This design comes from an exercise in tuning for small area, a short achievable clock period and few clock cycles on the open sky130 flow, not from production work.
Only simulation tests tie the RTL to the original design; equivalence was not proved.

==> design.v <==
module systolic_array_tile #(
    parameter int unsigned ROWS   = 4,
    parameter int unsigned COLS   = 4,
    parameter int unsigned DATA_W = 8,
    parameter int unsigned ACC_W  = 32,
    parameter int unsigned MAX_K  = 256,
    parameter int unsigned K_W    = $clog2(MAX_K + 1),
    localparam int unsigned ROW_W = (ROWS > 1) ? $clog2(ROWS) : 1
) (
    input  logic                    clk_i,
    input  logic                    rst_ni,
    input  logic                    start_i,
    input  logic [K_W-1:0]          k_len_i,
    output logic                    busy_o,
    input  logic                    op_valid_i,
    output logic                    op_ready_o,
    input  logic [ROWS*DATA_W-1:0]  a_i,
    input  logic [COLS*DATA_W-1:0]  b_i,
    output logic                    c_valid_o,
    input  logic                    c_ready_i,
    output logic [COLS*ACC_W-1:0]   c_o,
    output logic [ROW_W-1:0]        c_row_o,
    output logic                    c_last_o,
    output logic                    done_o
);
    localparam int unsigned RES_W = 24;    
    localparam logic [ROW_W-1:0] LAST_ROW = ROW_W'(ROWS - 1);
    logic               r_busy;
    logic               r_op_ready;
    logic               r_c_valid;
    logic               r_c_last;
    logic               r_done;
    logic               r_pend;      
    logic               r_pend2;     
    logic [K_W-1:0]     r_cnt;       
    logic [ROW_W-1:0]   r_row;
    logic w_start, w_accept, w_last_beat, w_take_row;
    assign w_start     = !r_busy && start_i;
    assign w_accept    = r_op_ready && op_valid_i;
    assign w_last_beat = w_accept && (r_cnt == K_W'(1));
    assign w_take_row  = r_c_valid && c_ready_i;
    logic               n_busy, n_op_ready, n_c_valid, n_c_last, n_done, n_pend;
    logic [K_W-1:0]     n_cnt;
    logic [ROW_W-1:0]   n_row;
    always_comb begin
        n_busy     = r_busy;
        n_op_ready = r_op_ready;
        n_c_valid  = r_c_valid;
        n_c_last   = r_c_last;
        n_done     = 1'b0;
        n_pend     = (w_start && (k_len_i == '0)) || w_last_beat;
        n_cnt      = r_cnt;
        n_row      = r_row;
        if (w_start) begin
            n_busy     = 1'b1;
            n_cnt      = k_len_i;
            n_op_ready = (k_len_i != '0);
        end
        if (w_accept) begin
            n_cnt = r_cnt - 1'b1;
            if (w_last_beat) n_op_ready = 1'b0;
        end
        if (r_pend2) begin
            n_c_valid = 1'b1;
            n_c_last  = (LAST_ROW == '0);
            n_row     = '0;
        end
        if (w_take_row) begin
            n_row    = r_row + 1'b1;
            n_c_last = (r_row == LAST_ROW - 1'b1);
            if (r_row == LAST_ROW) begin
                n_c_valid = 1'b0;
                n_c_last  = 1'b0;
                n_busy    = 1'b0;
                n_done    = 1'b1;
            end
        end
    end
    always_ff @(posedge clk_i or negedge rst_ni) begin
        if (!rst_ni) begin
            r_busy     <= 1'b0;
            r_op_ready <= 1'b0;
            r_c_valid  <= 1'b0;
            r_c_last   <= 1'b0;
            r_done     <= 1'b0;
            r_pend     <= 1'b0;
            r_pend2    <= 1'b0;
            r_cnt      <= '0;
            r_row      <= '0;
        end else begin
            r_busy     <= n_busy;
            r_op_ready <= n_op_ready;
            r_c_valid  <= n_c_valid;
            r_c_last   <= n_c_last;
            r_done     <= n_done;
            r_pend     <= n_pend;
            r_pend2    <= r_pend;
            r_cnt      <= n_cnt;
            r_row      <= n_row;
        end
    end
    logic [ROW_W+3:0] w_port_q;
    sa_ff #(.W(ROW_W + 4)) u_port (
        .clk_i  (clk_i),
        .rst_ni (rst_ni),
        .d      ({n_row, n_c_last, n_c_valid, n_op_ready, n_busy}),
        .q      (w_port_q)
    );
    logic [DATA_W-1:0] r_a  [ROWS];
    logic [3:0]        r_bo [COLS];
    logic [3:0]        r_bt [COLS];
    logic [3:0]        r_bn [COLS];
    always_ff @(posedge clk_i) begin
        for (int r = 0; r < ROWS; r++) r_a[r] <= a_i[r*DATA_W +: DATA_W];
    end
    for (genvar c = 0; c < COLS; c++) begin : g_benc
        logic [DATA_W:0] w_bx;    
        logic [3:0]      w_bo, w_bt, w_bn;
        assign w_bx = {b_i[c*DATA_W +: DATA_W], 1'b0};
        for (genvar m = 0; m < 4; m++) begin : g_dig
            assign w_bo[m] = w_bx[2*m+1] ^ w_bx[2*m];
            assign w_bt[m] = (w_bx[2*m+2] & ~w_bx[2*m+1] & ~w_bx[2*m])
                           | (~w_bx[2*m+2] & w_bx[2*m+1] & w_bx[2*m]);
            assign w_bn[m] = w_bx[2*m+2];
        end
        always_ff @(posedge clk_i) begin
            r_bo[c] <= w_accept ? w_bo : '0;
            r_bt[c] <= w_accept ? w_bt : '0;
            r_bn[c] <= w_accept ? w_bn : '0;
        end
    end
    localparam int unsigned NB = 7;      
    logic [RES_W-1:0] w_vn  [ROWS][COLS];
    logic [NB-1:0]    w_cyn [ROWS][COLS];
    for (genvar r = 0; r < ROWS; r++) begin : g_row
        for (genvar c = 0; c < COLS; c++) begin : g_col
            sa_mac u_mac (
                .clk_i  (clk_i),
                .rst_ni (rst_ni),
                .start  (w_start),
                .a      (r_a[r]),
                .bo     (r_bo[c]),
                .bt     (r_bt[c]),
                .bn     (r_bn[c]),
                .vn     (w_vn[r][c]),
                .cyn    (w_cyn[r][c])
            );
        end
    end
    for (genvar c = 0; c < COLS; c++) begin : g_out
        logic [ROWS*RES_W-1:0] w_vn_col;
        logic [ROWS*NB-1:0]    w_cyn_col;
        logic [RES_W-1:0]      w_c;
        for (genvar r = 0; r < ROWS; r++) begin : g_r
            assign w_vn_col[r*RES_W +: RES_W] = w_vn[r][c];
            assign w_cyn_col[r*NB +: NB]      = w_cyn[r][c];
        end
        sa_out u_out (
            .clk_i  (clk_i),
            .rst_ni (rst_ni),
            .pend   (r_pend),
            .pend2  (r_pend2),
            .take   (w_take_row),
            .vn     (w_vn_col),
            .cyn    (w_cyn_col),
            .c      (w_c)
        );
        assign c_o[c*ACC_W +: ACC_W] = {{(ACC_W-RES_W){w_c[RES_W-1]}}, w_c};
    end
    assign busy_o     = w_port_q[0];
    assign op_ready_o = w_port_q[1];
    assign c_valid_o  = w_port_q[2];
    assign c_last_o   = w_port_q[3];
    assign c_row_o    = w_port_q[ROW_W+3:4];
    assign done_o     = r_done;
endmodule
module sa_out #(
    parameter int unsigned ROWS  = 4,
    parameter int unsigned RES_W = 24,
    parameter int unsigned NB    = 7
) (
    input  logic                   clk_i,
    input  logic                   rst_ni,
    input  logic                   pend,     
    input  logic                   pend2,    
    input  logic                   take,     
    input  logic [ROWS*RES_W-1:0]  vn,       
    input  logic [ROWS*NB-1:0]     cyn,      
    output logic [RES_W-1:0]       c
);
    logic [ROWS-1:0]  r_sel;    
    logic [RES_W-1:0] r_c;
    logic [RES_W-1:0] w_vsel;
    logic [NB-1:0]    w_csel;
    logic [RES_W-1:0] w_cy;
    always_ff @(posedge clk_i or negedge rst_ni) begin
        if (!rst_ni) begin
            r_sel <= '0;
        end else if (pend) begin
            r_sel <= ROWS'(1);
        end else if (pend2 || take) begin
            r_sel <= r_sel << 1;
        end
    end
    always_comb begin
        w_vsel = '0;
        w_csel = '0;
        for (int r = 0; r < ROWS; r++) begin
            if (r_sel[r]) begin
                w_vsel = w_vsel | ~vn[r*RES_W +: RES_W];
                w_csel = w_csel | ~cyn[r*NB +: NB];
            end
        end
    end
    assign w_cy = {1'b0, 1'b0, 1'b0, 1'b0, 1'b0, 1'b0, 1'b0, w_csel[6], 1'b0, w_csel[5], 1'b0, w_csel[4], 1'b0, w_csel[3], 1'b0, w_csel[2], 1'b0, w_csel[1], 1'b0, w_csel[0], 1'b0, 1'b0, 1'b0, 1'b0};    
    always_ff @(posedge clk_i) begin
        if (pend2 || take) r_c <= w_vsel + w_cy;
    end
    assign c = r_c;
endmodule
module sa_ff #(
    parameter int unsigned W = 1
) (
    input  logic         clk_i,
    input  logic         rst_ni,
    input  logic [W-1:0] d,
    output logic [W-1:0] q
);
    always_ff @(posedge clk_i or negedge rst_ni) begin
        if (!rst_ni) q <= '0;
        else         q <= d;
    end
endmodule
module sa_mac (
    input  logic        clk_i,
    input  logic        rst_ni,
    input  logic        start,    
    input  logic [7:0]  a,
    input  logic [3:0]  bo,       
    input  logic [3:0]  bt,       
    input  logic [3:0]  bn,       
    output logic [23:0] vn,        
    output logic [6:0]  cyn        
);
    logic          r_clr;    
    logic [23:0] r_vn;
    logic [6:0]  r_cyn;
    logic [23:0] w_vn;
    logic [6:0]  w_cyn;
    always_ff @(posedge clk_i or negedge rst_ni) begin
        if (!rst_ni) r_clr <= 1'b0;
        else         r_clr <= start;
    end
    always_ff @(posedge clk_i) begin
        r_vn  <= w_vn;
        r_cyn <= w_cyn;
    end
    assign vn  = r_vn;
    assign cyn = r_cyn;
    wire   clr = r_clr;
    wire pp_0_0 = ~(bo[0] & a[0]) ^ bn[0];
    wire pp_0_1 = ~((bo[0] & a[1]) | (bt[0] & a[0])) ^ bn[0];
    wire pp_0_2 = ~((bo[0] & a[2]) | (bt[0] & a[1])) ^ bn[0];
    wire pp_0_3 = ~((bo[0] & a[3]) | (bt[0] & a[2])) ^ bn[0];
    wire pp_0_4 = ~((bo[0] & a[4]) | (bt[0] & a[3])) ^ bn[0];
    wire pp_0_5 = ~((bo[0] & a[5]) | (bt[0] & a[4])) ^ bn[0];
    wire pp_0_6 = ~((bo[0] & a[6]) | (bt[0] & a[5])) ^ bn[0];
    wire pp_0_7 = ~((bo[0] & a[7]) | (bt[0] & a[6])) ^ bn[0];
    wire pp_0_8 = ~(~((bo[0] & a[7]) | (bt[0] & a[7])) ^ bn[0]);
    wire nbn_0 = bn[0];
    wire pp_1_0 = ~(bo[1] & a[0]) ^ bn[1];
    wire pp_1_1 = ~((bo[1] & a[1]) | (bt[1] & a[0])) ^ bn[1];
    wire pp_1_2 = ~((bo[1] & a[2]) | (bt[1] & a[1])) ^ bn[1];
    wire pp_1_3 = ~((bo[1] & a[3]) | (bt[1] & a[2])) ^ bn[1];
    wire pp_1_4 = ~((bo[1] & a[4]) | (bt[1] & a[3])) ^ bn[1];
    wire pp_1_5 = ~((bo[1] & a[5]) | (bt[1] & a[4])) ^ bn[1];
    wire pp_1_6 = ~((bo[1] & a[6]) | (bt[1] & a[5])) ^ bn[1];
    wire pp_1_7 = ~((bo[1] & a[7]) | (bt[1] & a[6])) ^ bn[1];
    wire pp_1_8 = ~(~((bo[1] & a[7]) | (bt[1] & a[7])) ^ bn[1]);
    wire nbn_1 = bn[1];
    wire pp_2_0 = ~(bo[2] & a[0]) ^ bn[2];
    wire pp_2_1 = ~((bo[2] & a[1]) | (bt[2] & a[0])) ^ bn[2];
    wire pp_2_2 = ~((bo[2] & a[2]) | (bt[2] & a[1])) ^ bn[2];
    wire pp_2_3 = ~((bo[2] & a[3]) | (bt[2] & a[2])) ^ bn[2];
    wire pp_2_4 = ~((bo[2] & a[4]) | (bt[2] & a[3])) ^ bn[2];
    wire pp_2_5 = ~((bo[2] & a[5]) | (bt[2] & a[4])) ^ bn[2];
    wire pp_2_6 = ~((bo[2] & a[6]) | (bt[2] & a[5])) ^ bn[2];
    wire pp_2_7 = ~((bo[2] & a[7]) | (bt[2] & a[6])) ^ bn[2];
    wire pp_2_8 = ~(~((bo[2] & a[7]) | (bt[2] & a[7])) ^ bn[2]);
    wire nbn_2 = bn[2];
    wire pp_3_0 = ~(bo[3] & a[0]) ^ bn[3];
    wire pp_3_1 = ~((bo[3] & a[1]) | (bt[3] & a[0])) ^ bn[3];
    wire pp_3_2 = ~((bo[3] & a[2]) | (bt[3] & a[1])) ^ bn[3];
    wire pp_3_3 = ~((bo[3] & a[3]) | (bt[3] & a[2])) ^ bn[3];
    wire pp_3_4 = ~((bo[3] & a[4]) | (bt[3] & a[3])) ^ bn[3];
    wire pp_3_5 = ~((bo[3] & a[5]) | (bt[3] & a[4])) ^ bn[3];
    wire pp_3_6 = ~((bo[3] & a[6]) | (bt[3] & a[5])) ^ bn[3];
    wire pp_3_7 = ~((bo[3] & a[7]) | (bt[3] & a[6])) ^ bn[3];
    wire pp_3_8 = ~(~((bo[3] & a[7]) | (bt[3] & a[7])) ^ bn[3]);
    wire nbn_3 = bn[3];
    wire [23:0] vg_w = ~(r_vn | {24{clr}});
    wire [6:0] cg_w = ~(r_cyn | {7{clr}});
    wire vg_0 = vg_w[0];
    wire vg_1 = vg_w[1];
    wire vg_2 = vg_w[2];
    wire vg_3 = vg_w[3];
    wire vg_4 = vg_w[4];
    wire vg_5 = vg_w[5];
    wire vg_6 = vg_w[6];
    wire vg_7 = vg_w[7];
    wire vg_8 = vg_w[8];
    wire vg_9 = vg_w[9];
    wire vg_10 = vg_w[10];
    wire vg_11 = vg_w[11];
    wire vg_12 = vg_w[12];
    wire vg_13 = vg_w[13];
    wire vg_14 = vg_w[14];
    wire vg_15 = vg_w[15];
    wire cg_0 = cg_w[0];
    wire cg_1 = cg_w[1];
    wire cg_2 = cg_w[2];
    wire cg_3 = cg_w[3];
    wire cg_4 = cg_w[4];
    wire cg_5 = cg_w[5];
    wire cg_6 = cg_w[6];
    wire [7:0] hi_n = ~vg_w[23:16] + 1'b1;
    wire hi_16 = hi_n[0];
    wire hi_17 = hi_n[1];
    wire hi_18 = hi_n[2];
    wire hi_19 = hi_n[3];
    wire hi_20 = hi_n[4];
    wire hi_21 = hi_n[5];
    wire hi_22 = hi_n[6];
    wire hi_23 = hi_n[7];
    wire hs0, hc0;
    wire hs1, hc1;
    wire fs0, fc0;
    wire hs2, hc2;
    wire fs1, fc1;
    wire hs3, hc3;
    wire fs2, fc2;
    wire fs3, fc3;
    wire fs4, fc4;
    wire fs5, fc5;
    wire fs6, fc6;
    wire fs7, fc7;
    wire fs8, fc8;
    wire hs4, hc4;
    wire fs9, fc9;
    wire hs5, hc5;
    wire hs6, hc6;
    wire hs7, hc7;
    wire fs10, fc10;
    wire fs11, fc11;
    wire fs12, fc12;
    wire fs13, fc13;
    wire fs14, fc14;
    wire fs15, fc15;
    wire fs16, fc16;
    wire fs17, fc17;
    wire fs18, fc18;
    wire fs19, fc19;
    wire hs8, hc8;
    wire hs9, hc9;
    wire hs10, hc10;
    wire fs20, fc20;
    wire fs21, fc21;
    wire fs22, fc22;
    wire fs23, fc23;
    wire fs24, fc24;
    wire fs25, fc25;
    wire fs26, fc26;
    wire fs27, fc27;
    wire fs28, fc28;
    wire fs29, fc29;
    wire fs30, fc30;
    wire fs31, fc31;
    wire fs32, fc32;
    wire fs33, fc33;
    wire hs11, hc11;
    assign hs0 = nbn_3 ^ vg_6;
    assign hc0 = ~nbn_3 | ~vg_6;
    assign hs1 = vg_8;
    assign hc1 = vg_8;
    sa_fa u_fs0 (.x(nbn_2), .y(vg_4), .z(cg_0), .s(fs0), .c(fc0));
    assign hs2 = vg_5 ^ pp_0_5;
    assign hc2 = ~vg_5 | pp_0_5;
    sa_fa u_fs1 (.x(cg_1), .y(hs0), .z(~pp_0_6), .s(fs1), .c(fc1));
    assign hs3 = pp_1_4 ^ pp_2_2;
    assign hc3 = pp_1_4 | pp_2_2;
    wire fs2_t;
    sa_x2 u_fs2_t (.a(hc0), .b(vg_7), .y(fs2_t));
    sa_x2 u_fs2_s (.a(fs2_t), .b(pp_0_7), .y(fs2));
    sa_mxi u_fs2_c (.s(fs2_t), .d1(hc0), .d0(pp_0_7), .y(fc2));
    sa_fa u_fs3 (.x(pp_1_5), .y(pp_2_3), .z(pp_3_1), .s(fs3), .c(fc3));
    wire fs4_t;
    sa_x2 u_fs4_t (.a(hs1), .b(cg_2), .y(fs4_t));
    sa_x2 u_fs4_s (.a(fs4_t), .b(pp_0_8), .y(fs4));
    sa_mxi u_fs4_c (.s(fs4_t), .d1(hs1), .d0(pp_0_8), .y(fc4));
    wire fs5_t;
    sa_x2 u_fs5_t (.a(pp_1_6), .b(pp_2_4), .y(fs5_t));
    sa_x2 u_fs5_s (.a(fs5_t), .b(pp_3_2), .y(fs5));
    sa_mxi u_fs5_c (.s(fs5_t), .d1(pp_3_2), .d0(pp_1_6), .y(fc5));
    assign fs6 = vg_9 ^ hc1;
    assign fc6 = ~vg_9 & ~hc1;
    sa_fa u_fs7 (.x(pp_1_7), .y(pp_2_5), .z(pp_3_3), .s(fs7), .c(fc7));
    sa_fa u_fs8 (.x(vg_10), .y(cg_3), .z(~pp_1_8), .s(fs8), .c(fc8));
    assign hs4 = pp_2_6 ^ pp_3_4;
    assign hc4 = pp_2_6 | pp_3_4;
    assign fs9 = vg_11 ^ pp_2_7;
    assign fc9 = ~vg_11 & pp_2_7;
    assign hs5 = vg_12 ^ cg_4;
    assign hc5 = ~vg_12 | ~cg_4;
    assign hs6 = nbn_1 ^ vg_2;
    assign hc6 = ~nbn_1 | ~vg_2;
    assign hs7 = vg_3 ^ pp_0_3;
    assign hc7 = ~vg_3 | pp_0_3;
    sa_fa u_fs10 (.x(pp_0_4), .y(pp_1_2), .z(pp_2_0), .s(fs10), .c(fc10));
    sa_fa u_fs11 (.x(pp_1_3), .y(pp_2_1), .z(~fc0), .s(fs11), .c(fc11));
    sa_fa u_fs12 (.x(pp_3_0), .y(hc2), .z(~hs3), .s(fs12), .c(fc12));
    wire fs13_t;
    sa_x2 u_fs13_t (.a(fs2), .b(hc3), .y(fs13_t));
    sa_x2 u_fs13_s (.a(fs13_t), .b(fc1), .y(fs13));
    sa_mxi u_fs13_c (.s(fs13_t), .d1(fs2), .d0(fc1), .y(fc13));
    wire fs14_t;
    sa_x2 u_fs14_t (.a(fc2), .b(fs4), .y(fs14_t));
    sa_x2 u_fs14_s (.a(fs14_t), .b(fc3), .y(fs14));
    sa_mxi u_fs14_c (.s(fs14_t), .d1(fc3), .d0(~fc2), .y(fc14));
    wire fs15_t;
    sa_x2 u_fs15_t (.a(fc4), .b(fs6), .y(fs15_t));
    sa_x2 u_fs15_s (.a(fs15_t), .b(fc5), .y(fs15));
    sa_mxi u_fs15_c (.s(fs15_t), .d1(fc4), .d0(fc5), .y(fc15));
    wire fs16_t;
    sa_x2 u_fs16_t (.a(fc6), .b(hs4), .y(fs16_t));
    sa_x2 u_fs16_s (.a(fs16_t), .b(fc7), .y(fs16));
    sa_mxi u_fs16_c (.s(fs16_t), .d1(fc6), .d0(fc7), .y(fc16));
    sa_fa u_fs17 (.x(pp_3_5), .y(hc4), .z(~fc8), .s(fs17), .c(fc17));
    sa_fa u_fs18 (.x(~hs5), .y(pp_2_8), .z(pp_3_6), .s(fs18), .c(fc18));
    assign fs19 = vg_13 ^ hc5;
    assign fc19 = ~vg_13 & hc5;
    assign hs8 = vg_14 ^ cg_5;
    assign hc8 = ~vg_14 | ~cg_5;
    assign hs9 = nbn_0 ^ vg_0;
    assign hc9 = ~nbn_0 | ~vg_0;
    assign hs10 = vg_1 ^ pp_0_1;
    assign hc10 = ~vg_1 | pp_0_1;
    sa_fa u_fs20 (.x(~hs6), .y(pp_0_2), .z(pp_1_0), .s(fs20), .c(fc20));
    sa_fa u_fs21 (.x(hc6), .y(pp_1_1), .z(hs7), .s(fs21), .c(fc21));
    sa_fa u_fs22 (.x(hc7), .y(~fs0), .z(fs10), .s(fs22), .c(fc22));
    sa_fa u_fs23 (.x(hs2), .y(fc10), .z(fs11), .s(fs23), .c(fc23));
    wire fs24_t;
    sa_x2 u_fs24_t (.a(fc11), .b(fs1), .y(fs24_t));
    sa_x2 u_fs24_s (.a(fs24_t), .b(fs12), .y(fs24));
    sa_mxi u_fs24_c (.s(fs24_t), .d1(fc11), .d0(fs12), .y(fc24));
    wire fs25_t;
    sa_x2 u_fs25_t (.a(fs3), .b(fc12), .y(fs25_t));
    sa_x2 u_fs25_s (.a(fs25_t), .b(fs13), .y(fs25));
    sa_mxi u_fs25_c (.s(fs25_t), .d1(fs13), .d0(fs3), .y(fc25));
    wire fs26_t;
    sa_x2 u_fs26_t (.a(fs5), .b(fc13), .y(fs26_t));
    sa_x2 u_fs26_s (.a(fs26_t), .b(fs14), .y(fs26));
    sa_mxi u_fs26_c (.s(fs26_t), .d1(fs14), .d0(fs5), .y(fc26));
    wire fs27_t;
    sa_x2 u_fs27_t (.a(fs7), .b(fc14), .y(fs27_t));
    sa_x2 u_fs27_s (.a(fs27_t), .b(fs15), .y(fs27));
    sa_mxi u_fs27_c (.s(fs27_t), .d1(fs7), .d0(fs15), .y(fc27));
    wire fs28_t;
    sa_x2 u_fs28_t (.a(fs8), .b(fs16), .y(fs28_t));
    sa_x2 u_fs28_s (.a(fs28_t), .b(fc15), .y(fs28));
    sa_mxi u_fs28_c (.s(fs28_t), .d1(fc15), .d0(~fs8), .y(fc28));
    wire fs29_t;
    sa_x2 u_fs29_t (.a(fs9), .b(fc16), .y(fs29_t));
    sa_x2 u_fs29_s (.a(fs29_t), .b(fs17), .y(fs29));
    sa_mxi u_fs29_c (.s(fs29_t), .d1(fs17), .d0(~fs9), .y(fc29));
    wire fs30_t;
    sa_x2 u_fs30_t (.a(fc9), .b(fs18), .y(fs30_t));
    sa_x2 u_fs30_s (.a(fs30_t), .b(fc17), .y(fs30));
    sa_mxi u_fs30_c (.s(fs30_t), .d1(fc17), .d0(fc9), .y(fc30));
    sa_fa u_fs31 (.x(pp_3_7), .y(~fs19), .z(fc18), .s(fs31), .c(fc31));
    sa_fa u_fs32 (.x(~hs8), .y(pp_3_8), .z(fc19), .s(fs32), .c(fc32));
    assign fs33 = vg_15 ^ hc8;
    assign fc33 = ~vg_15 & hc8;
    assign hs11 = cg_6 ^ hi_16;
    assign hc11 = ~cg_6 | hi_16;
    wire [23:0] row_x = {hi_23, hi_22, hi_21, hi_20, hi_19, hi_18, hc11, fc33, fc32, fc31, ~fc30, ~fc29, ~fc28, ~fc27, ~fc26, ~fc25, ~fc24, fc23, fc22, fc21, fc20, hc10, hc9, ~hs9};
    wire [23:0] row_y = {1'b1, 1'b1, 1'b1, 1'b1, 1'b1, 1'b1, hi_17, hs11, ~fs33, fs32, fs31, fs30, fs29, fs28, ~fs27, fs26, fs25, ~fs24, fs23, fs22, fs21, fs20, hs10, pp_0_0};
    wire bp_0, bc_1;
    sa_x2 u_bp_0 (.a(row_x[0]), .b(row_y[0]), .y(bp_0));
    wire bp_1, bc_2;
    sa_x2 u_bp_1 (.a(row_x[1]), .b(row_y[1]), .y(bp_1));
    wire bp_2, bc_3;
    sa_x2 u_bp_2 (.a(row_x[2]), .b(row_y[2]), .y(bp_2));
    wire bp_3, bc_4;
    sa_x2 u_bp_3 (.a(row_x[3]), .b(row_y[3]), .y(bp_3));
    wire bg_0 = row_x[0] | row_y[0];
    wire bg_1 = row_x[1] & row_y[1];
    wire bg_2 = row_x[2] & row_y[2];
    wire bg_3 = row_x[3] & row_y[3];
    assign bc_1 = (bg_0);
    assign bc_2 = (bg_0 & bp_1) | (bg_1);
    assign bc_3 = (bg_0 & bp_1 & bp_2) | (bg_1 & bp_2) | (bg_2);
    assign bc_4 = (bg_0 & bp_1 & bp_2 & bp_3) | (bg_1 & bp_2 & bp_3) | (bg_2 & bp_3) | (bg_3);
    assign w_vn[0] = ~bp_0;
    sa_x2 u_bs_1 (.a(bp_1), .b(bc_1), .y(w_vn[1]));
    sa_x2 u_bs_2 (.a(bp_2), .b(bc_2), .y(w_vn[2]));
    sa_x2 u_bs_3 (.a(bp_3), .b(bc_3), .y(w_vn[3]));
    assign w_cyn[0] = bc_4;
    wire bp_4, bc_5;
    sa_x2 u_bp_4 (.a(row_x[4]), .b(row_y[4]), .y(bp_4));
    wire bp_5, bc_6;
    sa_x2 u_bp_5 (.a(row_x[5]), .b(row_y[5]), .y(bp_5));
    wire bg_4 = row_x[4] | row_y[4];
    wire bg_5 = row_x[5] & row_y[5];
    assign bc_5 = (bg_4);
    assign bc_6 = (bg_4 & bp_5) | (bg_5);
    assign w_vn[4] = ~bp_4;
    sa_x2 u_bs_5 (.a(bp_5), .b(bc_5), .y(w_vn[5]));
    assign w_cyn[1] = bc_6;
    wire bp_6, bc_7;
    sa_x2 u_bp_6 (.a(row_x[6]), .b(row_y[6]), .y(bp_6));
    wire bp_7, bc_8;
    sa_x2 u_bp_7 (.a(row_x[7]), .b(row_y[7]), .y(bp_7));
    wire bg_6 = row_x[6] | row_y[6];
    wire bg_7 = row_x[7] & row_y[7];
    assign bc_7 = (bg_6);
    assign bc_8 = (bg_6 & bp_7) | (bg_7);
    assign w_vn[6] = ~bp_6;
    sa_x2 u_bs_7 (.a(bp_7), .b(bc_7), .y(w_vn[7]));
    assign w_cyn[2] = bc_8;
    wire bp_8, bc_9;
    sa_x2 u_bp_8 (.a(row_x[8]), .b(row_y[8]), .y(bp_8));
    wire bp_9, bc_10;
    sa_x2 u_bp_9 (.a(row_x[9]), .b(row_y[9]), .y(bp_9));
    wire bg_8 = row_x[8] | row_y[8];
    wire bg_9 = row_x[9] & row_y[9];
    assign bc_9 = (bg_8);
    assign bc_10 = (bg_8 & bp_9) | (bg_9);
    assign w_vn[8] = ~bp_8;
    sa_x2 u_bs_9 (.a(bp_9), .b(bc_9), .y(w_vn[9]));
    assign w_cyn[3] = bc_10;
    wire bp_10, bc_11;
    sa_x2 u_bp_10 (.a(row_x[10]), .b(row_y[10]), .y(bp_10));
    wire bp_11, bc_12;
    sa_x2 u_bp_11 (.a(row_x[11]), .b(row_y[11]), .y(bp_11));
    wire bg_10 = row_x[10] | row_y[10];
    wire bg_11 = row_x[11] & row_y[11];
    assign bc_11 = (bg_10);
    assign bc_12 = (bg_10 & bp_11) | (bg_11);
    assign w_vn[10] = ~bp_10;
    sa_x2 u_bs_11 (.a(bp_11), .b(bc_11), .y(w_vn[11]));
    assign w_cyn[4] = bc_12;
    wire bp_12, bc_13;
    sa_x2 u_bp_12 (.a(row_x[12]), .b(row_y[12]), .y(bp_12));
    wire bp_13, bc_14;
    sa_x2 u_bp_13 (.a(row_x[13]), .b(row_y[13]), .y(bp_13));
    wire bg_12 = row_x[12] | row_y[12];
    wire bg_13 = row_x[13] & row_y[13];
    assign bc_13 = (bg_12);
    assign bc_14 = (bg_12 & bp_13) | (bg_13);
    assign w_vn[12] = ~bp_12;
    sa_x2 u_bs_13 (.a(bp_13), .b(bc_13), .y(w_vn[13]));
    assign w_cyn[5] = bc_14;
    wire bp_14, bc_15;
    sa_x2 u_bp_14 (.a(row_x[14]), .b(row_y[14]), .y(bp_14));
    wire bp_15, bc_16;
    sa_x2 u_bp_15 (.a(row_x[15]), .b(row_y[15]), .y(bp_15));
    wire bg_14 = row_x[14] | row_y[14];
    wire bg_15 = row_x[15] & row_y[15];
    assign bc_15 = (bg_14);
    assign bc_16 = (bg_14 & bp_15) | (bg_15);
    assign w_vn[14] = ~bp_14;
    sa_x2 u_bs_15 (.a(bp_15), .b(bc_15), .y(w_vn[15]));
    assign w_cyn[6] = bc_16;
    assign w_vn[23:16] = row_x[23:16] + row_y[23:16] + 8'(1);
endmodule
module sa_fa (input logic x, input logic y, input logic z, output logic s, output logic c);
    assign s = x ^ y ^ z;
    assign c = (x & y) | (x & z) | (y & z);
endmodule
module sa_x2 (input logic a, input logic b, output logic y);
    assign y = a ^ b;
endmodule
module sa_mxi (input logic s, input logic d1, input logic d0, output logic y);
    assign y = ~(s ? d1 : d0);
endmodule
==> run.sh <==
#!/bin/bash
# synth_recipe.tcl (not shown) runs the flow's synth.tcl, then flattens the netlist and writes it again
# the make line also repeats each setting of config.mk as NAME=value (left out here)
make -C /OpenROAD-flow-scripts/flow DESIGN_CONFIG=/design/flow/config.mk WORK_HOME=/design/flow/orfs CLKGATE_MAP_FILE= SYNTH_SCRIPT=/design/flow/synth_recipe.tcl finish
==> config.mk <==
export PLATFORM = sky130hd
export DESIGN_NAME = systolic_array_tile
export DESIGN_NICKNAME = systolic_array_tile
export VERILOG_FILES = /design/flow/design.v
export SDC_FILE = /design/flow/constraint.sdc
export NUM_CORES = 4
export LEC_CHECK = 0
export CAP_MARGIN = 20
export CORE_MARGIN = 2
export CORE_UTILIZATION = 60
export CTS_CLUSTER_DIAMETER = 60
export CTS_CLUSTER_SIZE = 20
export SETUP_SLACK_MARGIN = 3.8
export SLEW_MARGIN = 20
export SYNTH_HIERARCHICAL = 1
export TNS_END_PERCENT = 0
==> constraint.sdc <==
create_clock -name core_clock -period 6.5 [get_ports {clk_i}]
set_input_delay 1.3000 -clock core_clock [delete_from_list [all_inputs] [get_ports {clk_i}]]
set_output_delay 1.3000 -clock core_clock [all_outputs]
set_load 0.01 [all_outputs]
==> results of run 1 <==
[cells in the mapped netlist, drive strengths merged (31+ instances only)]
| cell | number |
|---|---|
| inv | 804 |
| a21oi | 70 |
| nor2 | 448 |
| dfxtp | 576 |
| clkbuf | 365 |
| a31o | 36 |
| a311oi | 36 |
| buf | 91 |
| nand2b | 151 |
| nand3 | 56 |
| nor2b | 68 |
| nand2 | 144 |
| or2 | 224 |
| mux2i | 253 |
| and3 | 53 |
| ha | 324 |
| a22oi | 464 |
| nor3 | 33 |
| fa | 272 |
| nand3b | 31 |
| a22o | 96 |
| o22ai | 176 |
| o21ai | 115 |
| xnor2 | 284 |
| xor2 | 1312 |
| dfrtp | 56 |
| edfxtp | 96 |
[stage by stage]
stage	cells	setup slack (ps)	area, um^2	util [%]
2_1_floorplan	6950	3640	64400	-
3_3_place_gp	8182	2470	66400	63.2
3_5_place_dp	8182	2410	66400	63.2
4_1_cts	8500	3580	72000	68.5
5_1_grt	8588	3250	73800	70.2
6_report	8590	3390	73800	70.2
[per-module statistics from Yosys (local to each module, per instance), excerpt]
| module | flops+latches | cells inside |
|---|---|---|
| sa_out | 28 | 248 |
| sa_fa | 0 | 1 |
| sa_mac | 32 | 270 |
| systolic_array_tile | 98 | 304 |
| sa_x2 | 0 | 1 |
| sa_mxi | 0 | 1 |
[path summary, 6_finish.rpt]
check | from | endpoint | slack (ps) | cells after the start
hold reg to reg | r_c_last | r_c_last | 530 | 2
setup reg to reg | r_bo[2][0] | g_row[1].g_col[2].u_mac.r_vn[9] | 3390 | 11
setup / recovery | r_bo[2][0] | g_row[1].g_col[2].u_mac.r_vn[9] | 3390 | 11
min in group asynchronous | rst_ni | r_cnt[1] | 550 | 1
hold / removal | r_c_last | r_c_last | 530 | 2
max in group asynchronous | rst_ni | g_out[2].u_out.r_sel[2] | 4750 | 2
[tightest hold or removal path, cell delays in order, from the launching register on]
cell and delay (ps):
dfrtp_1 340, nand3b_1 80, nand2_1 80
[cells by family after synthesis]
| group | count (synthesis) |
|---|---|
| AND/OR/NAND/NOR | 1358 |
| multiplexers | 269 |
| adder cells (fa/ha/maj) | 596 |
| AO/OA/AOI/OAI | 1143 |
| XOR/XNOR | 1596 |
| flip-flops | 728 |
| buffers and inverters | 1260 |
[cell type report]
cell class | count | area [um^2]
Antenna cell | 2 | 5.00
Clock buffer | 97 | 2310
Clock inverter | 63 | 739
Fill cell | 8313 | 31300
Inverter | 804 | 3130
Multi-Input combinational cell | 4962 | 44100
Sequential cell | 728 | 16000
Tap cell | 1391 | 1740
Timing Repair Buffer | 523 | 5640
Timing Repair inverter | 20 | 141
[layer usage]
| metal | up-vias | wire length [um] | GRT usage (%) |
|---|---|---|---|
| met3 | 475 | 16200 | 5.81 |
| met2 | 2000 | 85700 | 54.3 |
| met4 | 2 | 8210 | 13.8 |
| met1 | 25100 | 82600 | 47.7 |
| met5 | - | 13 | 0 |
| li1 | 23400 | - | - |
[sequential cells by signal (all words and copies together) (netlist names), 2 cells and up]
name / cells
g_out.u_out.r_c: 96
g_out.u_out.r_sel: 16
g_row.g_col.u_mac.r_clr: 16
g_row.g_col.u_mac.r_cyn: 112
g_row.g_col.u_mac.r_vn: 384
r_a: 32
r_bn: 16
r_bo: 16
r_bt: 16
r_cnt: 9
r_row: 2
u_port.q: 6
[repair_timing]
action,in CTS,in global routing
pin swaps,40,73
cloned,27,6
gates resized for setup,364,186
setup buffers,131,82
setup endpoints to repair,644,564
==> key figures, run 1 <==
Worst setup path
  – CP Buf/Inv Count: 2
  – Worst path max stage delay: 380 ps
  – CP Cell Sequence: buf_12, a22oi_1, xor2_2, xor2_2, xor2_2, mux2i_1, xor2_1, mux2i_1, inv_1, xor2_2, xor2_1
  – Crit start category: flip-flop
  – Crit Path Class: flip-flop to flip-flop
  – Critical path arrival: 3670 ps
  – Critical path endpoint category: flip-flop
  – Req. time, crit path: 7060 ps
  – Most used cell along the critical path: xor2_2
  – Worst path slowest cell: dfxtp_2
  – Crit path max fanout: 20
  – Top delay family on crit path: XOR/XNOR gates

Floorplan
  – Row count: 119
  – Die area: 108000 um^2
  – Die W: 329 um
  – Core area: 105000 um^2
  – I/O pin cnt: 213
  – Initial Utilization: 60.3%
  – Die Ht: 329 um

Routing
  – Initial DRC Count: 3775
  – First-pass detailed-route iteration total: 6
  – WL/cell: 22.4 um
  – Post-route antenna net violation count: 0
  – DRT Wirelength: 193000 um
  – Post-route DRC: 0
  – Via density: 5.93
  – Routed via count: 50900

Finish
  – Commonest non-fill, non-tap cell in the layout: xor2_1
  – Layout cells sized above 1: 16.6%
  – Fin nets: 7799
  – Commonest non-fill, non-tap cells in the layout: xor2_1, inv_1, dfxtp_1
  – Layout area overhead: 16.3%

Yosys
  – Register bit count reported by yosys: 728
  – Number of synthesized flops with an enable pin: 96
  – Synth cell types: 75
  – Post-Synthesis Net Count: 7624
  – Synth Area in XOR/XNOR: 22.0%
  – Post-synth ARST share: 7.69%
  – Synth Flop Type: dfxtp_1
  – Adder-cell share of the synthesized area: 15.0%
  – Synth Area per Inst: 9.13 um^2
  – Post-synthesis compound-gate area fraction: 13.9%
  – Synth area leader: dfxtp_1
  – Area share of the largest cell type after synthesis: 18.2%
  – Mapped Cells: 6950
  – Synth warn: 20
  – Seq/Total Area, Yosys: 24.9%
  – Post-Synth Simple-Gate Area: 11.7%
  – Post-synthesis mux area share: 4.59%
  – Largest family of logic cells by synthesized area: XOR/XNOR gates
  – Cell Area, Synth: 63400 um^2
  – Largest cells by area after synthesis: dfxtp_1, xor2_1, fa_1, ha_1, a22oi_1

STA
  – Worst-Margin Slew: 1040 ps
  – Slew HR: 30.8%
  – Fin. max-slew vios: 0
  – Setup TNS: 0 ps
  – RSZ-0062 raised after global routing: true
  – Hold Vio Cnt, Final: 0
  – Final hold slack: 528 ps
  – Min Tclk post-route: 3110 ps
  – Clk_skew: 39.9 ps
  – Final count of negative-setup-slack endpoints: 0
  – Final critical-path share of the clock period: 47.8%
  – Fmax: 0.322 GHz

GRT
  – Gr usage total: 34.7%
  – Total gr overflow: 0
  – Antenna violations before repair: 10
  – First-pass GRT wire length: 292000 um
  – Largest net degree at the start of global routing: 41
  – Vias in the first global route: 50300

Clock tree
  – Number of buffers created by CTS: 86
  – Clock root buffer: clkbuf_16
  – CTS tree: built
  – Htree depth: 3
  – CTS Buffer Depth: 3
  – Sink Count: 728
  – Worst-Skew Late Latency: 690 ps
  – Clock slew at reported path FFs: 80 ps
  – Quantity of hold-fixing buffers added after cts: 0

Hold path
  – Hold Crit Class: flip-flop to flip-flop

Place
  – Gpl congestion: 0.863
  – PortBufs: 212
  – Post-detail-place hpwl: 121000 um

Outcome
  – Status: no timing/DRC/antenna violations

Flow run
  – Max_cap viols: 0
Testbench counts, summed over its fixed seeds: cycles 10,800.
==> run 2: changes to the inputs <==
--- a/config.mk
+++ b/config.mk
@@ -8,8 +8,8 @@
 export CAP_MARGIN = 20
 export CORE_MARGIN = 2
 export CORE_UTILIZATION = 60
-export CTS_CLUSTER_DIAMETER = 60
-export CTS_CLUSTER_SIZE = 20
+export CTS_CLUSTER_DIAMETER = 80
+export CTS_CLUSTER_SIZE = 25
 export SETUP_SLACK_MARGIN = 3.8
 export SLEW_MARGIN = 20
 export SYNTH_HIERARCHICAL = 1
==> run 2 against run 1 <==
Largest cell class unchanged. Synthesized area unchanged. Via count decreased by 1.1%. Highest routed layer unchanged. Critical endpoint is now g_row[3].g_col[3].u_mac.r_cyn[4]. Critical path type unchanged. Utilization is 2.3 points lower. Worst hold slack got worse by 2.5 ps.
==> key figures, run 2 <==
Worst setup path
  – Most used cell along the critical path: xor2_1
  – Crit Path Class: flip-flop to flip-flop
  – Req. time, crit path: 7090 ps
  – CP Cell Sequence: or2_2, inv_1, xor2_1, xor2_1, xor2_1, mux2i_1, xor2_1, buf_4, mux2i_2, nand2b_1, a22o_1
  – Crit start category: flip-flop
  – Worst path max stage delay: 470 ps
  – Critical path arrival: 3650 ps
  – Worst path slowest cell: dfrtp_1
  – Critical path endpoint category: flip-flop
  – Crit path max fanout: 6

Floorplan
  – Row count: 119
  – I/O pin cnt: 213
  – Die W: 329 um
  – Core area: 105000 um^2
  – Initial Utilization: 60.3%
  – Die Ht: 329 um
  – Die area: 108000 um^2

Routing
  – Met3 Routed Length: 15500 um
  – WL met1: 81700 um
  – WL/cell: 22.3 um
  – Max Used Layer: met5
  – DRT Wirelength: 189000 um
  – Initial DRC Count: 3974
  – Post-route DRC: 0
  – Via density: 5.95
  – First-pass detailed-route iteration total: 6
  – Routed via count: 50400
  – Post-route antenna net violation count: 0
  – Met2 WL post-DR: 84000 um

STA
  – Final critical-path share of the clock period: 47.0%
  – Slew HR: 24.6%
  – Final count of negative-setup-slack endpoints: 0
  – RSZ-0062 raised after global routing: true
  – Setup TNS: 0 ps
  – Hold Vio Cnt, Final: 0
  – Fin. max-slew vios: 0
  – Worst-Margin Slew: 1130 ps
  – Clk_skew: 29.7 ps
  – Final hold slack: 525 ps
  – Fmax: 0.327 GHz
  – Min Tclk post-route: 3060 ps

Yosys
  – Most numerous cell in the Yosys netlist: xor2_1
  – Synth area leader: dfxtp_1
  – Register bit count reported by yosys: 728
  – Seq/Total Area, Yosys: 24.9%
  – Largest cells by area after synthesis: dfxtp_1, xor2_1, fa_1, ha_1, a22oi_1
  – Post-synth ARST share: 7.69%
  – Cell Area, Synth: 63400 um^2
  – Area share of the largest cell type after synthesis: 18.2%
  – Synth Flop Type: dfxtp_1
  – Post-synth top cells: xor2_1, inv_1, dfxtp_1
  – Synth Area per Inst: 9.13 um^2
  – Post-Synthesis Net Count: 7624
  – Synth cell types: 75
  – Number of synthesized flops with an enable pin: 96
  – Mapped Cells: 6950
  – Synth warn: 20

Clock tree
  – CTS tree: built
  – CTS Buffer Depth: 3
  – Worst-Skew Late Latency: 710 ps
  – Number of buffers created by CTS: 49
  – Clock root buffer: clkbuf_16
  – Sink Count: 728
  – Htree depth: 2
  – Clock slew at reported path FFs: 100 ps

Place
  – Placed Area: 66400 um^2
  – PortBufs: 212
  – Dpl cells: 8182
  – Gpl congestion: 0.863
  – Post-detail-place hpwl: 121000 um

Finish
  – Top reg by flops: g_row.g_col.u_mac.r_vn
  – Layout area overhead: 12.4%
  – Layout cells sized above 1: 14.3%
  – Post-route insts no fill: 8473
  – Commonest non-fill, non-tap cell in the layout: xor2_1
  – Max reg flops: 384
  – Commonest non-fill, non-tap cells in the layout: xor2_1, inv_1, dfxtp_1
  – Finished Cell Area: 71300 um^2
  – Biggest regs: g_row.g_col.u_mac.r_vn (384), g_row.g_col.u_mac.r_cyn (112), g_out.u_out.r_c (96)
  – Fin nets: 7713

Hold path
  – Hold Crit Class: flip-flop to flip-flop

GRT
  – First-pass GRT wire length: 290000 um
  – Largest net degree at the start of global routing: 41
  – Vias in the first global route: 50200
  – Gr usage total: 34.5%
  – Antenna violations before repair: 10
  – Total gr overflow: 0

Flow run
  – Max_cap viols: 0

Outcome
  – Status: no timing/DRC/antenna violations
run 2: cell counts after synthesis:
Identical to the previous run, type by type.
run 2: cell type report:
| cell class | instances | area [um^2] |
|---|---|---|
| diodes | 2 | 5.00 |
| well taps | 1391 | 1740 |
| clock buffers | 53 | 1280 |
| multi-input cells | 4962 | 43500 |
| repair buffers | 478 | 5020 |
| fillers | 8664 | 33800 |
| repair inverters | 16 | 106 |
| clock inverters | 39 | 508 |
| inverters | 804 | 3140 |
| flip-flops and latches | 728 | 16000 |
run 2: critical path, delay by kind of cell (launching register included):
kind / cells / cell delay [ps]
buffers and inverters: 2 / 280
muxes: 2 / 540
and+or+nand+nor: 2 / 470
xor gates and xnor gates: 4 / 1010
AOI/OAI and AO/OA: 1 / 190
DFF: 1 / 470
run 2: per-stage QoR:
stage,utilization (%),setup WS (ps)
floorplan,-,3640
global placement,63.2,2470
detailed placement,63.2,2410
CTS,67.5,3590
global route,67.8,3260
finish,67.9,3440
run 2: per-module statistics from Yosys, one instance, submodules excluded, excerpt:
module,times used,cells,flip-flops and latches
systolic_array_tile,1,304,98
sa_out,4,248,28
sa_mac,16,270,32
sa_fa,256,1,0
sa_x2,848,1,0
sa_mxi,224,1,0
run 2: logic make-up (layout without fill, tap and decap cells):
group / Yosys count / count (layout) / synth area share, %
flip-flops: 728 / 728 / 24.9
XOR/XNOR: 1596 / 1596 / 22.0
AND/OR/NAND/NOR: 1358 / 1358 / 11.7
buffers and inverters: 1260 / 1390 / 7.87
other: 0 / 2 / 0
AO/OA/AOI/OAI: 1143 / 1143 / 13.9
adder cells (fa/ha/maj): 596 / 596 / 15.0
multiplexers: 269 / 269 / 4.59
run 2: path summary, 6_finish.rpt:
check / start / endpoint / slack (ps) / depth (start not counted)
worst max-delay path: g_row[3].g_col[3].u_mac.r_clr / g_row[3].g_col[3].u_mac.r_cyn[4] / 3440 / 11
worst min register to register: r_c_last / u_port.q[3] / 530 / 2
min in group asynchronous: rst_ni / g_row[0].g_col[3].u_mac.r_clr / 540 / 1
worst max register to register: g_row[3].g_col[3].u_mac.r_clr / g_row[3].g_col[3].u_mac.r_cyn[4] / 3440 / 11
max in group asynchronous: rst_ni / g_row[3].g_col[0].u_mac.r_clr / 4800 / 2
worst min-delay path: r_c_last / u_port.q[3] / 530 / 2
run 2: per-layer routing:
layer / vias up / track usage [%]
met4: 6 / 14.0
met1: 24900 / 47.4
met2: 1854 / 54.1
met5: - / 0
met3: 420 / 5.55
li1: 23200 / -
run 2: repair_timing:
action                                  CTS  global route
resized for setup                       410            28
hold buffers                              0             0
endpoints found under the setup margin  645           560
cloned                                   23             3
buffers inserted                        152            19
pin swaps                                46            26
==> run 3: changes to the inputs <==
--- a/design.v
+++ b/design.v
@@ -388,19 +388,10 @@
     sa_fa u_fs1 (.x(cg_1), .y(hs0), .z(~pp_0_6), .s(fs1), .c(fc1));
     assign hs3 = pp_1_4 ^ pp_2_2;
     assign hc3 = pp_1_4 | pp_2_2;
-    wire fs2_t;
-    sa_x2 u_fs2_t (.a(hc0), .b(vg_7), .y(fs2_t));
-    sa_x2 u_fs2_s (.a(fs2_t), .b(pp_0_7), .y(fs2));
-    sa_mxi u_fs2_c (.s(fs2_t), .d1(hc0), .d0(pp_0_7), .y(fc2));
+    sa_fa u_fs2 (.x(~vg_7), .y(hc0), .z(pp_0_7), .s(fs2), .c(fc2));
     sa_fa u_fs3 (.x(pp_1_5), .y(pp_2_3), .z(pp_3_1), .s(fs3), .c(fc3));
-    wire fs4_t;
-    sa_x2 u_fs4_t (.a(hs1), .b(cg_2), .y(fs4_t));
-    sa_x2 u_fs4_s (.a(fs4_t), .b(pp_0_8), .y(fs4));
-    sa_mxi u_fs4_c (.s(fs4_t), .d1(hs1), .d0(pp_0_8), .y(fc4));
-    wire fs5_t;
-    sa_x2 u_fs5_t (.a(pp_1_6), .b(pp_2_4), .y(fs5_t));
-    sa_x2 u_fs5_s (.a(fs5_t), .b(pp_3_2), .y(fs5));
-    sa_mxi u_fs5_c (.s(fs5_t), .d1(pp_3_2), .d0(pp_1_6), .y(fc5));
+    sa_fa u_fs4 (.x(~cg_2), .y(hs1), .z(pp_0_8), .s(fs4), .c(fc4));
+    sa_fa u_fs5 (.x(pp_1_6), .y(pp_2_4), .z(pp_3_2), .s(fs5), .c(fc5));
     assign fs6 = vg_9 ^ hc1;
     assign fc6 = ~vg_9 & ~hc1;
     sa_fa u_fs7 (.x(pp_1_7), .y(pp_2_5), .z(pp_3_3), .s(fs7), .c(fc7));
@@ -418,22 +409,10 @@
     sa_fa u_fs10 (.x(pp_0_4), .y(pp_1_2), .z(pp_2_0), .s(fs10), .c(fc10));
     sa_fa u_fs11 (.x(pp_1_3), .y(pp_2_1), .z(~fc0), .s(fs11), .c(fc11));
     sa_fa u_fs12 (.x(pp_3_0), .y(hc2), .z(~hs3), .s(fs12), .c(fc12));
-    wire fs13_t;
-    sa_x2 u_fs13_t (.a(fs2), .b(hc3), .y(fs13_t));
-    sa_x2 u_fs13_s (.a(fs13_t), .b(fc1), .y(fs13));
-    sa_mxi u_fs13_c (.s(fs13_t), .d1(fs2), .d0(fc1), .y(fc13));
-    wire fs14_t;
-    sa_x2 u_fs14_t (.a(fc2), .b(fs4), .y(fs14_t));
-    sa_x2 u_fs14_s (.a(fs14_t), .b(fc3), .y(fs14));
-    sa_mxi u_fs14_c (.s(fs14_t), .d1(fc3), .d0(~fc2), .y(fc14));
-    wire fs15_t;
-    sa_x2 u_fs15_t (.a(fc4), .b(fs6), .y(fs15_t));
-    sa_x2 u_fs15_s (.a(fs15_t), .b(fc5), .y(fs15));
-    sa_mxi u_fs15_c (.s(fs15_t), .d1(fc4), .d0(fc5), .y(fc15));
-    wire fs16_t;
-    sa_x2 u_fs16_t (.a(fc6), .b(hs4), .y(fs16_t));
-    sa_x2 u_fs16_s (.a(fs16_t), .b(fc7), .y(fs16));
-    sa_mxi u_fs16_c (.s(fs16_t), .d1(fc6), .d0(fc7), .y(fc16));
+    sa_fa u_fs13 (.x(hc3), .y(~fc1), .z(fs2), .s(fs13), .c(fc13));
+    sa_fa u_fs14 (.x(fc2), .y(fc3), .z(fs4), .s(fs14), .c(fc14));
+    sa_fa u_fs15 (.x(fs6), .y(fc4), .z(fc5), .s(fs15), .c(fc15));
+    sa_fa u_fs16 (.x(~hs4), .y(fc6), .z(fc7), .s(fs16), .c(fc16));
     sa_fa u_fs17 (.x(pp_3_5), .y(hc4), .z(~fc8), .s(fs17), .c(fc17));
     sa_fa u_fs18 (.x(~hs5), .y(pp_2_8), .z(pp_3_6), .s(fs18), .c(fc18));
     assign fs19 = vg_13 ^ hc5;
@@ -448,10 +427,7 @@
     sa_fa u_fs21 (.x(hc6), .y(pp_1_1), .z(hs7), .s(fs21), .c(fc21));
     sa_fa u_fs22 (.x(hc7), .y(~fs0), .z(fs10), .s(fs22), .c(fc22));
     sa_fa u_fs23 (.x(hs2), .y(fc10), .z(fs11), .s(fs23), .c(fc23));
-    wire fs24_t;
-    sa_x2 u_fs24_t (.a(fc11), .b(fs1), .y(fs24_t));
-    sa_x2 u_fs24_s (.a(fs24_t), .b(fs12), .y(fs24));
-    sa_mxi u_fs24_c (.s(fs24_t), .d1(fc11), .d0(fs12), .y(fc24));
+    sa_fa u_fs24 (.x(~fs1), .y(fc11), .z(fs12), .s(fs24), .c(fc24));
     wire fs25_t;
     sa_x2 u_fs25_t (.a(fs3), .b(fc12), .y(fs25_t));
     sa_x2 u_fs25_s (.a(fs25_t), .b(fs13), .y(fs25));
@@ -463,15 +439,15 @@
     wire fs27_t;
     sa_x2 u_fs27_t (.a(fs7), .b(fc14), .y(fs27_t));
     sa_x2 u_fs27_s (.a(fs27_t), .b(fs15), .y(fs27));
-    sa_mxi u_fs27_c (.s(fs27_t), .d1(fs7), .d0(fs15), .y(fc27));
+    sa_mxi u_fs27_c (.s(fs27_t), .d1(fs15), .d0(fs7), .y(fc27));
     wire fs28_t;
-    sa_x2 u_fs28_t (.a(fs8), .b(fs16), .y(fs28_t));
-    sa_x2 u_fs28_s (.a(fs28_t), .b(fc15), .y(fs28));
-    sa_mxi u_fs28_c (.s(fs28_t), .d1(fc15), .d0(~fs8), .y(fc28));
+    sa_x2 u_fs28_t (.a(fc15), .b(fs8), .y(fs28_t));
+    sa_x2 u_fs28_s (.a(fs28_t), .b(fs16), .y(fs28));
+    sa_mxi u_fs28_c (.s(fs28_t), .d1(fc15), .d0(fs16), .y(fc28));
     wire fs29_t;
-    sa_x2 u_fs29_t (.a(fs9), .b(fc16), .y(fs29_t));
+    sa_x2 u_fs29_t (.a(fc16), .b(fs9), .y(fs29_t));
     sa_x2 u_fs29_s (.a(fs29_t), .b(fs17), .y(fs29));
-    sa_mxi u_fs29_c (.s(fs29_t), .d1(fs17), .d0(~fs9), .y(fc29));
+    sa_mxi u_fs29_c (.s(fs29_t), .d1(fc16), .d0(fs17), .y(fc29));
     wire fs30_t;
     sa_x2 u_fs30_t (.a(fc9), .b(fs18), .y(fs30_t));
     sa_x2 u_fs30_s (.a(fs30_t), .b(fc17), .y(fs30));
@@ -482,8 +458,8 @@
     assign fc33 = ~vg_15 & hc8;
     assign hs11 = cg_6 ^ hi_16;
     assign hc11 = ~cg_6 | hi_16;
-    wire [23:0] row_x = {hi_23, hi_22, hi_21, hi_20, hi_19, hi_18, hc11, fc33, fc32, fc31, ~fc30, ~fc29, ~fc28, ~fc27, ~fc26, ~fc25, ~fc24, fc23, fc22, fc21, fc20, hc10, hc9, ~hs9};
-    wire [23:0] row_y = {1'b1, 1'b1, 1'b1, 1'b1, 1'b1, 1'b1, hi_17, hs11, ~fs33, fs32, fs31, fs30, fs29, fs28, ~fs27, fs26, fs25, ~fs24, fs23, fs22, fs21, fs20, hs10, pp_0_0};
+    wire [23:0] row_x = {hi_23, hi_22, hi_21, hi_20, hi_19, hi_18, hc11, fc33, fc32, fc31, ~fc30, ~fc29, ~fc28, ~fc27, ~fc26, ~fc25, fc24, fc23, fc22, fc21, fc20, hc10, hc9, ~hs9};
+    wire [23:0] row_y = {1'b1, 1'b1, 1'b1, 1'b1, 1'b1, 1'b1, hi_17, hs11, ~fs33, fs32, fs31, fs30, ~fs29, ~fs28, fs27, fs26, fs25, fs24, fs23, fs22, fs21, fs20, hs10, pp_0_0};
     wire bp_0, bc_1;
     sa_x2 u_bp_0 (.a(row_x[0]), .b(row_y[0]), .y(bp_0));
     wire bp_1, bc_2;
--- a/config.mk
+++ b/config.mk
@@ -10,7 +10,7 @@
 export CORE_UTILIZATION = 60
 export CTS_CLUSTER_DIAMETER = 80
 export CTS_CLUSTER_SIZE = 25
-export SETUP_SLACK_MARGIN = 3.8
+export SETUP_SLACK_MARGIN = 4.2
 export SLEW_MARGIN = 20
 export SYNTH_HIERARCHICAL = 1
 export TNS_END_PERCENT = 0
==> run 3 against run 2 <==
Maximum frequency is 4.2% higher. Critical endpoint is now g_row[2].g_col[3].u_mac.r_vn[11]. Wire length is 5.4% higher. Critical path depth decreased by 1. Global-route usage grew 1.2 points. Sequential share of layout area is 0.30 points lower. Cell count down 3.2%. Register-to-register slack better by 120 ps.
==> key figures, run 3 <==
Yosys
  – Most numerous cell in the Yosys netlist: xor2_1
  – Synth area leader: dfxtp_1
  – Synth Flop Type: dfxtp_1
  – Area share of the largest cell type after synthesis: 18.4%
  – Synth warn: 20
  – Register bit count reported by yosys: 728
  – Mapped Cells: 6694
  – Largest cells by area after synthesis: dfxtp_1, xor2_1, fa_1, ha_1, a22oi_1
  – Cell Area, Synth: 62500 um^2
  – Seq/Total Area, Yosys: 25.3%
  – Post-Synthesis Net Count: 7496
  – Number of synthesized flops with an enable pin: 96
  – Synth cell types: 78
  – Post-synth top cells: xor2_1, inv_1, dfxtp_1
  – Post-synth ARST share: 7.69%
  – Synth Area per Inst: 9.34 um^2

Worst setup path
  – CP Cell Sequence: bufbuf_16, a22oi_2, xor2_1, fa_1, fa_2, xor2_2, mux2i_1, inv_1, xor2_2, xor2_1
  – Crit path max fanout: 8
  – Critical path endpoint category: flip-flop
  – Crit start category: flip-flop
  – Req. time, crit path: 7080 ps
  – Worst path max stage delay: 460 ps
  – Crit Path Class: flip-flop to flip-flop
  – CP Buf/Inv Count: 2
  – Critical path arrival: 3520 ps
  – Top delay family on crit path: adder cells
  – Worst path slowest cell: fa_1

Routing
  – Routed via count: 49500
  – First-pass detailed-route iteration total: 6
  – DRT Wirelength: 200000 um
  – Post-route DRC: 0
  – Post-route antenna net violation count: 0
  – WL/cell: 24.3 um
  – Via density: 6.04
  – Initial DRC Count: 4407

Clock tree
  – Clock slew at reported path FFs: 100 ps
  – Clock root buffer: clkbuf_16
  – Worst-Skew Late Latency: 700 ps
  – Htree depth: 2
  – CTS Buffer Depth: 3
  – Sink Count: 728
  – CTS tree: built
  – Number of buffers created by CTS: 48

Place
  – Gpl congestion: 0.872
  – PortBufs: 212
  – Dpl cells: 7916
  – Post-detail-place hpwl: 117000 um

Finish
  – Max reg flops: 384
  – Top reg by flops: g_row.g_col.u_mac.r_vn
  – Commonest non-fill, non-tap cell in the layout: xor2_1
  – Post-route insts no fill: 8199
  – Commonest non-fill, non-tap cells in the layout: xor2_1, inv_1, dfxtp_1
  – Layout cells sized above 1: 15.1%
  – Biggest regs: g_row.g_col.u_mac.r_vn (384), g_row.g_col.u_mac.r_cyn (112), g_out.u_out.r_c (96)
  – Fin nets: 7577
  – Layout area overhead: 15.9%

STA
  – Setup TNS: 0 ps
  – Final count of negative-setup-slack endpoints: 0
  – Fmax: 0.341 GHz
  – RSZ-0062 raised after global routing: true
  – Min Tclk post-route: 2930 ps
  – Worst-Margin Slew: 986 ps
  – Hold Vio Cnt, Final: 0
  – Clk_skew: 41.7 ps
  – Final critical-path share of the clock period: 45.2%
  – Slew HR: 34.3%
  – Fin. max-slew vios: 0

GRT
  – First-pass GRT wire length: 293000 um
  – Total gr overflow: 0
  – Gr usage total: 35.7%
  – Antenna violations before repair: 8
  – Vias in the first global route: 49000
  – Largest net degree at the start of global routing: 57

Flow run
  – Max_cap viols: 0

Floorplan
  – Die Ht: 327 um
  – Initial Utilization: 60.4%
  – Die area: 107000 um^2
  – Row count: 118
  – Die W: 327 um
  – I/O pin cnt: 213
  – Core area: 103000 um^2

Outcome
  – Status: no timing/DRC/antenna violations

Hold path
  – Hold Crit Class: flip-flop to flip-flop
## run 3: changes by cell type after synthesis, sizes merged, moves of 32 or more
cell | before | now
nand2b | 151 | 119
or2 | 224 | 272
mux2i | 253 | 125
fa | 272 | 400
nor2 | 448 | 416
xor2 | 1312 | 1056
## run 3: area by class of cell
class	count	area, um^2
antenna	6	15.0
clock buffer	54	1290
clock inverter	34	377
fill	8104	31000
inverter	804	3180
multi-input combinational	4706	43600
sequential	728	16100
tap	1380	1730
timing repair buffer	472	6080
timing repair inverter	15	100
## run 3: logic make-up after synthesis
| kind of cell | synth area share, % |
|---|---|
| DFF | 25.3 |
| buffers and inverters | 8.01 |
| muxes | 2.61 |
| and+or+nand+nor | 12.0 |
| xor gates and xnor gates | 18.8 |
| adders and majority gates | 19.3 |
| AOI/OAI and AO/OA | 14.1 |
## run 3: per-layer routing
metal / track usage [%] / wire length (um) / vias to the layer above
li1: - / - / 22200
met1: 48.3 / 80200 / 24600
met2: 55.7 / 87700 / 2138
met3: 8.23 / 21500 / 537
met4: 13.6 / 9900 / 20
met5: 0 / 226 / -
## run 3: path summary, 6_finish.rpt
check / from / endpoint / slack (ps) / cells past startpoint
worst max-delay path: r_a[2][4] / g_row[2].g_col[3].u_mac.r_vn[11] / 3570 / 10
worst min-delay path: r_c_last / r_c_last / 540 / 2
worst max register to register: r_a[2][4] / g_row[2].g_col[3].u_mac.r_vn[11] / 3570 / 10
worst min register to register: r_c_last / r_c_last / 540 / 2
max in group asynchronous: rst_ni / g_out[0].u_out.r_sel[0] / 5030 / 1
min in group asynchronous: rst_ni / g_row[3].g_col[3].u_mac.r_clr / 730 / 1
## run 3: stage by stage
stage               cell area (um^2)  util [%]  hold WS [ps]  worst slack [ps]
finish                         72500      70.0           535              3570
global route                   72500      70.0           572              3450
CTS                            71000      68.6           540              3660
detailed placement             66300      64.0           505              2570
global placement               66300      64.0           501              2640
floorplan                      64500         -           469              3770
## run 3: per-module statistics from Yosys, one instance, submodules excluded, a selection
| module | times used | flip-flops and latches |
|---|---|---|
| sa_mxi | 96 | 0 |
| sa_fa | 384 | 0 |
| sa_mac | 16 | 32 |
| systolic_array_tile | 1 | 98 |
| sa_out | 4 | 28 |
| sa_x2 | 592 | 0 |
## run 3: worst register-to-register path: stages (launching register included)
cell	delay, ps
dfxtp_4	450
bufbuf_16	350
a22oi_2	100
xor2_1	160
fa_1	460
fa_2	400
xor2_2	210
mux2i_1	290
inv_1	110
xor2_2	160
xor2_1	140
## run 3: timing repair
item / in CTS / in global routing
setup endpoints to repair: 734 / 738
hold endpoints to repair: 0 / 0
hold buffers: 0 / 0
pin swaps: 25 / 53
gates cloned: 36 / 16
buffers inserted: 105 / 32
resized for setup: 512 / 152
Testbench counts of run 3, summed over its fixed seeds: cycles 10,800.

==> separate check: timing with driven ports <==
In the flow no input, the clock included, has a driving cell. The finished layouts below were timed again as built, in two steps.
Step 1 sets driving cells, clkbuf_16 on the clock port and buf_2 on the other inputs (assumed; they add their load-dependent delay and slew).
Step 2 also shifts input and output timing later by t, the mid clock arrival at the registers, as if the neighbouring blocks saw the same clock.
a / b / c = no drivers / after step 1 / after step 2; a / b = the first two.
run	shift t [ns]	slack for setup (ns)	hold slack, ns	worst setup path at the end	slew at the worst register clock pin (ns)
run 1	0.752	3.390 / 3.390 / 2.825	0.528 / 0.497 / 0.528	input to register	0.08 / 0.08
run 2	0.766	3.443 / 3.443 / 2.845	0.525 / 0.490 / 0.525	input to register	0.11 / 0.11
run 3	0.761	3.565 / 3.565 / 2.908	0.535 / 0.535 / 0.535	input to register	0.11 / 0.11
After both steps every run listed still meets setup and hold. The setup slack of run 3, which loses most, moves by 0.000 ns with the drivers and by -0.657 ns with both steps.
